From an optimization exercise on the open Yosys and OpenROAD flow, aimed at small area, a short achievable clock period and few clock cycles per item; shortcuts taken in it are not production practice. RTL that was checked went through simulation tests only; none was proved equivalent to the original. Power figures rest on the tool's default switching activity, not on a simulated workload.

Design lru_key_value_cache_unit, start of the top module:
module lru_key_value_cache_unit #(
    parameter int MAX_ENTRIES = lkvc_pkg::MAX_ENTRIES,
    parameter int KEY_BITS    = lkvc_pkg::KEY_BITS,
    parameter int VALUE_BITS  = lkvc_pkg::VALUE_BITS,
    localparam int TDATA_W    = ((KEY_BITS + VALUE_BITS + 7) / 8) * 8
) (
    input  wire                                  aclk,
    input  wire                                  aresetn,
    input  wire                                  psel,
    input  wire                                  penable,
    input  wire                                  pwrite,
    input  wire  [lkvc_pkg::APB_ADDR_BITS-1:0]   paddr,
    input  wire  [lkvc_pkg::APB_DATA_BITS-1:0]   pwdata,
    output logic [lkvc_pkg::APB_DATA_BITS-1:0]   prdata,
    output logic                                 pready,
    input  wire                                  s_axis_tvalid,
    output logic                                 s_axis_tready,
    input  wire  [TDATA_W-1:0]                   s_axis_tdata,   
    input  wire  [0:0]                           s_axis_tuser,   
    output logic                                 m_axis_tvalid,
    input  wire                                  m_axis_tready,
    output logic [TDATA_W-1:0]                   m_axis_tdata,   
    output logic [1:0]                           m_axis_tuser    
);
Size in the first run: roughly 2,400 cells after synthesis, about 180 I/O pins, about 37,000 um2 of cells after synthesis.
==> flow/config.mk <==
export PLATFORM = sky130hd
export DESIGN_NAME = lru_key_value_cache_unit
export DESIGN_NICKNAME = lru_key_value_cache_unit
export VERILOG_FILES = /design/flow/design.v
export SDC_FILE = /design/flow/constraint.sdc
export NUM_CORES = 4
export LEC_CHECK = 0
export ABC_CLOCK_PERIOD_IN_PS = 2500
export CAP_MARGIN = 20
export CORE_MARGIN = 2
export CORE_UTILIZATION = 40
export SETUP_SLACK_MARGIN = 2.5
export SLEW_MARGIN = 20
==> flow/constraint.sdc <==
create_clock -name core_clock -period 5.0 [get_ports {aclk}]
set_input_delay 1.0000 -clock core_clock [delete_from_list [all_inputs] [get_ports {aclk}]]
set_output_delay 1.0000 -clock core_clock [all_outputs]
set_load 0.01 [all_outputs]
run.sh (not shown) runs the stock make flow with config.mk's settings and CLKGATE_MAP_FILE= SYNTH_SCRIPT=/design/flow/synth_recipe.tcl, a recipe that flattens the netlist after the stock synthesis.
Then changed:
- CORE_UTILIZATION: 40 -> 55
- CTS_BUF_LIST: unset -> sky130_fd_sc_hd__clkbuf_8
- CTS_CLUSTER_SIZE: unset -> 20
The new run passed the timing, DRC and antenna checks.
Wire length came out higher slightly.
Global-route usage goes up by 11 points.
Setup slack is worse by 0.056 ns.
Core utilization increases by 17 points.
First-iteration DRC count fell by a few percent.
Non-clock buffer count grows by 29.
Die area decreases by a quarter to a third.
Maximum frequency came out lower by a few percent.
Synthesized area is unchanged.
Function was not checked in any run of this note: the RTL went through the layout flow alone.

Setup of wip/zinc:
Another version of the RTL of lru_key_value_cache_unit (not shown whole).
Size in the first run: roughly 2300 cells after synthesis, about 910 flip-flops, roughly 180 I/O pins, ~37000 um2 of cells after synthesis.
export LEC_CHECK = 0
export ABC_CLOCK_PERIOD_IN_PS = 2500
export CAP_MARGIN = 20
export CORE_MARGIN = 2
export CORE_UTILIZATION = 45
export CTS_CLUSTER_DIAMETER = 120
export CTS_CLUSTER_SIZE = 24
export SETUP_SLACK_MARGIN = 2.55
export SLEW_MARGIN = 20
create_clock -name core_clock -period 5.0 [get_ports {aclk}]
Per the final summary, wip/zinc finished and its layout is clean on timing, DRC and antenna.
Testbench counts of wip/zinc, summed over its fixed seeds: cycles 4,816, items 4,800.
Input-level comparison between wip/maple and wip/zinc:
Settings: CORE_UTILIZATION now 40, was 45; CTS_CLUSTER_SIZE no longer set, was 24; CTS_CLUSTER_DIAMETER no longer set, was 120; SETUP_SLACK_MARGIN now 2.4, was 2.55.
### Flow results
- Relative to wip/zinc, setup slack decreased by 45 ps in wip/maple.
- In wip/maple, normalized max-slew margin is lower than in wip/zinc.
- Diff wip/zinc..wip/maple | count of inverters other than clock inverters in the layout | unchanged
- Summary of wip/maple over wip/zinc: total power draw up about 26%, first-pass GRT wire length up 1.1%.
Setup changes, wip/maple to wip/garnet
Settings: setting CTS_CLUSTER_DIAMETER to 120 for the first time; setting CTS_CLUSTER_SIZE to 24 for the first time; changing SETUP_SLACK_MARGIN from 2.4 to 2.55.
Findings:
For the share of total power in the clock network, wip/garnet came in 14 points lower than wip/maple did. Relative to wip/maple, clock skew decreased by 15 ps in wip/garnet. Sum of routed wire segments on met1 is lower on wip/maple. Cmp wip/maple and wip/garnet / final hold slack / lower: wip/garnet. Against wip/maple, wip/garnet reports a part of the power in registers that is higher.

lru_key_value_cache_unit, a different RTL version from the one above (not shown whole).
For scale: about 2300 cells after synthesis, about 37000 sq um of cells after synthesis.
clock: 5.0 ns
lec_check: 0
abc_clock_period_in_ps: 2500
cap_margin: 20
core_margin: 2
core_utilization: 40
setup_slack_margin: 2.8
slew_margin: 20
Testbench counts at the start, summed over its fixed seeds: cycles 4,816, items 4,800.
Edit:
- CORE_UTILIZATION: 40 -> 50
- SETUP_SLACK_MARGIN: 2.8 -> 2.5
=>
- core utilization grows by 7.7 points
- via count shrinks by about 7%
- setup slack degrades by 0.011 ns
- count of clock-buffer cells in the layout grows by 3
- sequential share of layout area grows by 5.3 points
- fmax shrinks by 0.40%
- synthesized cell count stays the same
- worst hold slack improves by 0.027 ns
- clock skew shrinks by 0.061 ns
- flip-flop and latch count is unchanged

The RTL this note starts from:
==> flow/design.v <==
`default_nettype none
package lkvc_pkg;
    localparam int MAX_ENTRIES = 16;
    localparam int KEY_BITS    = 16;
    localparam int VALUE_BITS  = 32;
    localparam int APB_ADDR_BITS = 2;
    localparam int APB_DATA_BITS = 32;
    localparam int CAP_BITS      = 5;
    localparam logic [CAP_BITS-1:0]      CAP_RESET        = 5'd16;
    localparam logic [APB_ADDR_BITS-1:0] REG_CAPACITY_ADR = 2'd0;
endpackage
`default_nettype wire
`default_nettype none
module lru_key_value_cache_unit #(
    parameter int MAX_ENTRIES = lkvc_pkg::MAX_ENTRIES,
    parameter int KEY_BITS    = lkvc_pkg::KEY_BITS,
    parameter int VALUE_BITS  = lkvc_pkg::VALUE_BITS,
    localparam int TDATA_W    = ((KEY_BITS + VALUE_BITS + 7) / 8) * 8
) (
    input  wire                                  aclk,
    input  wire                                  aresetn,
    input  wire                                  psel,
    input  wire                                  penable,
    input  wire                                  pwrite,
    input  wire  [lkvc_pkg::APB_ADDR_BITS-1:0]   paddr,
    input  wire  [lkvc_pkg::APB_DATA_BITS-1:0]   pwdata,
    output logic [lkvc_pkg::APB_DATA_BITS-1:0]   prdata,
    output logic                                 pready,
    input  wire                                  s_axis_tvalid,
    output logic                                 s_axis_tready,
    input  wire  [TDATA_W-1:0]                   s_axis_tdata,   
    input  wire  [0:0]                           s_axis_tuser,   
    output logic                                 m_axis_tvalid,
    input  wire                                  m_axis_tready,
    output logic [TDATA_W-1:0]                   m_axis_tdata,   
    output logic [1:0]                           m_axis_tuser    
);
    localparam int N = MAX_ENTRIES;
    localparam int CAP_BITS = lkvc_pkg::CAP_BITS;
    logic [CAP_BITS-1:0] cap_reg;
    logic                cfg_wr;
    assign pready = 1'b1;
    assign cfg_wr = psel && penable && pwrite && (paddr == lkvc_pkg::REG_CAPACITY_ADR);
    logic [CAP_BITS-1:0] rdata_q;
    always_ff @(posedge aclk) begin
        rdata_q <= (paddr == lkvc_pkg::REG_CAPACITY_ADR) ? cap_reg : '0;
    end
    assign prdata = lkvc_pkg::APB_DATA_BITS'(rdata_q);
    always_ff @(posedge aclk) begin
        if (!aresetn) begin
            cap_reg <= lkvc_pkg::CAP_RESET;
        end else if (cfg_wr) begin
            cap_reg <= pwdata[CAP_BITS-1:0];
        end
    end
    logic                  r_valid;
    logic                  r_op;
    logic [KEY_BITS-1:0]   r_key;
    logic [VALUE_BITS-1:0] r_val;
    logic                  m_valid;
    logic                  m_hit;
    logic                  m_ev;
    logic [VALUE_BITS-1:0] m_val;
    logic [KEY_BITS-1:0]   m_evkey;
    logic stall, fire;
    assign stall         = m_valid && !m_axis_tready;
    assign fire          = r_valid && !stall;
    assign s_axis_tready = !(r_valid && stall);
    logic [KEY_BITS-1:0]   key_q [N];
    logic [VALUE_BITS-1:0] val_q [N];
    logic [N-1:0]          vld_q;
    logic [N-1:0]          pre_q;     
    logic                  full_q;    
    logic [N-1:0]          eq;        
    logic                  hit;
    logic                  grow;      
    logic                  full_keep, full_grow;
    logic [N-1:0]          last;      
    logic [N-1:0]          pm;        
    logic [N-1:0]          upd;       
    logic [N-1:0]          en;        
    logic                  put_miss;
    logic                  evict;
    logic [VALUE_BITS-1:0] rd_val;
    logic [KEY_BITS-1:0]   ev_key;    
    logic [N-1:0]          s_eq;      
    logic [N-1:0]          s_pre;     
    logic                  s_eq_r;    
    logic [N-1:0]          drop;      
    logic [N-1:0]          pre_d;
    always_comb begin
        for (int i = 0; i < N; i++) begin
            eq[i] = pre_q[i] && ((i < N - 1) ? !pre_q[(i < N - 1) ? i + 1 : i] : 1'b1);
        end
        hit  = pre_q[0];
        for (int i = 0; i < N; i++) begin
            last[i] = vld_q[i] && ((i < N - 1) ? !vld_q[(i < N - 1) ? i + 1 : i] : 1'b1);
            pm[i]   = full_q ? vld_q[i] : ((i > 0) ? vld_q[(i > 0) ? i - 1 : i] : 1'b1);
        end
        put_miss = r_op && !hit;
        evict    = put_miss && full_q;
        grow     = fire && put_miss && !full_q;
        for (int i = 0; i < N; i++) begin
            upd[i] = pre_q[i] || (put_miss && pm[i]);
            en[i]  = fire && upd[i];
        end
        rd_val = '0;
        ev_key = '0;
        for (int i = 0; i < N; i++) begin
            rd_val = rd_val | (eq[i] ? val_q[i] : '0);
            ev_key = ev_key | (last[i] ? key_q[i] : '0);
        end
        s_eq_r = (s_axis_tdata[KEY_BITS-1:0] == r_key);
        for (int i = 0; i < N; i++) begin
            drop[i] = r_valid && ((hit && eq[i]) || (evict && last[i]));
            s_eq[i] = vld_q[i] && !drop[i] && (s_axis_tdata[KEY_BITS-1:0] == key_q[i]);
        end
        for (int i = N - 1; i >= 0; i--) begin
            s_pre[i] = s_eq[i] || ((i < N - 1) ? s_pre[(i < N - 1) ? i + 1 : i] : 1'b0);
        end
        for (int i = 0; i < N; i++) begin
            if (!(r_valid && upd[i])) begin
                pre_d[i] = s_pre[i];
            end else if (i == 0) begin
                pre_d[i] = s_eq_r || s_pre[0];
            end else begin
                pre_d[i] = s_pre[(i > 0) ? i - 1 : i];
            end
        end
    end
    always_ff @(posedge aclk) begin
        if (en[0]) begin
            key_q[0] <= r_key;
            val_q[0] <= r_op ? r_val : rd_val;
        end
        for (int i = 1; i < N; i++) begin
            if (en[i]) begin
                key_q[i] <= key_q[i-1];
                val_q[i] <= val_q[i-1];
            end
        end
    end
    always_ff @(posedge aclk) begin
        if (!aresetn) begin
            vld_q <= '0;
        end else if (grow) begin
            vld_q <= {vld_q[N-2:0], 1'b1};
        end
    end
    logic [2**CAP_BITS-1:0] n_ge_keep, n_ge_grow;
    always_comb begin
        for (int c = 0; c < 2**CAP_BITS; c++) begin
            if (c == 0) begin
                n_ge_keep[c] = vld_q[0];
                n_ge_grow[c] = 1'b1;
            end else if (c <= N) begin
                n_ge_keep[c] = vld_q[(c <= N) ? c - 1 : 0];
                n_ge_grow[c] = (c == 1) ? 1'b1 : vld_q[(c <= N && c >= 2) ? c - 2 : 0];
            end else begin
                n_ge_keep[c] = vld_q[N-1];
                n_ge_grow[c] = vld_q[N-2];
            end
        end
        full_keep = n_ge_keep[cap_reg];
        full_grow = n_ge_grow[cap_reg];
    end
    always_ff @(posedge aclk) begin
        if (!aresetn) begin
            full_q <= 1'b0;
        end else begin
            full_q <= grow ? full_grow : full_keep;
        end
    end
    always_ff @(posedge aclk) begin
        if (!aresetn) begin
            r_valid <= 1'b0;
        end else if (s_axis_tready) begin
            r_valid <= s_axis_tvalid;
        end
    end
    always_ff @(posedge aclk) begin
        if (s_axis_tready) begin
            r_op  <= s_axis_tuser[0];
            r_key <= s_axis_tdata[KEY_BITS-1:0];
            r_val <= s_axis_tdata[KEY_BITS +: VALUE_BITS];
            pre_q <= pre_d;
        end
    end
    always_ff @(posedge aclk) begin
        if (!aresetn) begin
            m_valid <= 1'b0;
        end else if (!stall) begin
            m_valid <= r_valid;
        end
    end
    always_ff @(posedge aclk) begin
        if (!stall) begin
            m_hit    <= hit;
            m_ev     <= evict;
            m_val    <= r_op ? {VALUE_BITS{1'b0}} : rd_val;
            m_evkey  <= evict ? ev_key : {KEY_BITS{1'b0}};
        end
    end
    assign m_axis_tvalid = m_valid;
    assign m_axis_tuser  = {m_ev, m_hit};
    assign m_axis_tdata  = TDATA_W'({m_evkey, m_val});
endmodule
`default_nettype wire
clock: 5.0 ns
lec_check: 0
abc_clock_period_in_ps: 2500
cap_margin: 20
core_margin: 2
core_utilization: 45
cts_cluster_diameter: 120
cts_cluster_size: 24
setup_slack_margin: 2.5
slew_margin: 20
Testbench counts at the start, summed over its fixed seeds: cycles 4,816, items 4,800.
Edit:
Settings changed: CORE_UTILIZATION 45 to 40, CTS_CLUSTER_DIAMETER 120 to 100, CTS_CLUSTER_SIZE 24 to 20.
Effect: Worst hold slack gets worse by 35 ps; setup slack degrades by 9.3 ps; first-iteration DRC count rose by 12%; routed wire length rises by 2.7%.

[re-timing with driven ports]
Ports are ideal in the flow. The routed layouts listed here were re-timed in OpenROAD.
Step 1 (the two cells are an assumption about what drives the block):
set clk [get_ports {aclk}]
set_driving_cell -lib_cell sky130_fd_sc_hd__clkbuf_16 $clk
set_driving_cell -lib_cell sky130_fd_sc_hd__buf_2 [delete_from_list [all_inputs] $clk]
Step 2 adds t to the input delays and takes it off the output delays; t is the mean of the earliest and latest rising clock arrival at the registers after step 1. Input paths then give back, and output paths get back, about the clock's delay inside the block.
Slacks: ideal / step 1 / step 2; pairs: ideal / step 1.
run	t, ns	setup slack, ns	worst setup path at the end	latest minus earliest clock arrival (ns)
the first run of note 1	0.745	2.367 / 2.338 / 1.667	input to register	0.045 / 0.046
the second run of note 1	0.864	2.310 / 2.310 / 1.529	input to register	0.030 / 0.030
wip/zinc	0.696	2.408 / 2.393 / 1.778	input to register	0.037 / 0.037
wip/maple	0.742	2.363 / 2.344 / 1.602	input to register	0.064 / 0.065
wip/garnet	0.697	2.417 / 2.367 / 1.755	input to register	0.048 / 0.048
the first run of note 3	0.766	2.349 / 2.314 / 1.643	input to register	0.088 / 0.088
the second run of note 3	0.714	2.338 / 2.302 / 1.645	input to register	0.027 / 0.027
the first run of note 4	0.696	2.423 / 2.391 / 1.738	input to register	0.039 / 0.039
the second run of note 4	0.730	2.414 / 2.379 / 1.741	input to register	0.065 / 0.065
After both steps setup and hold are still met in every run listed. The setup slack of the second run of note 1, which loses most, moves by 0.000 ns with the drivers and by -0.781 ns with both steps.
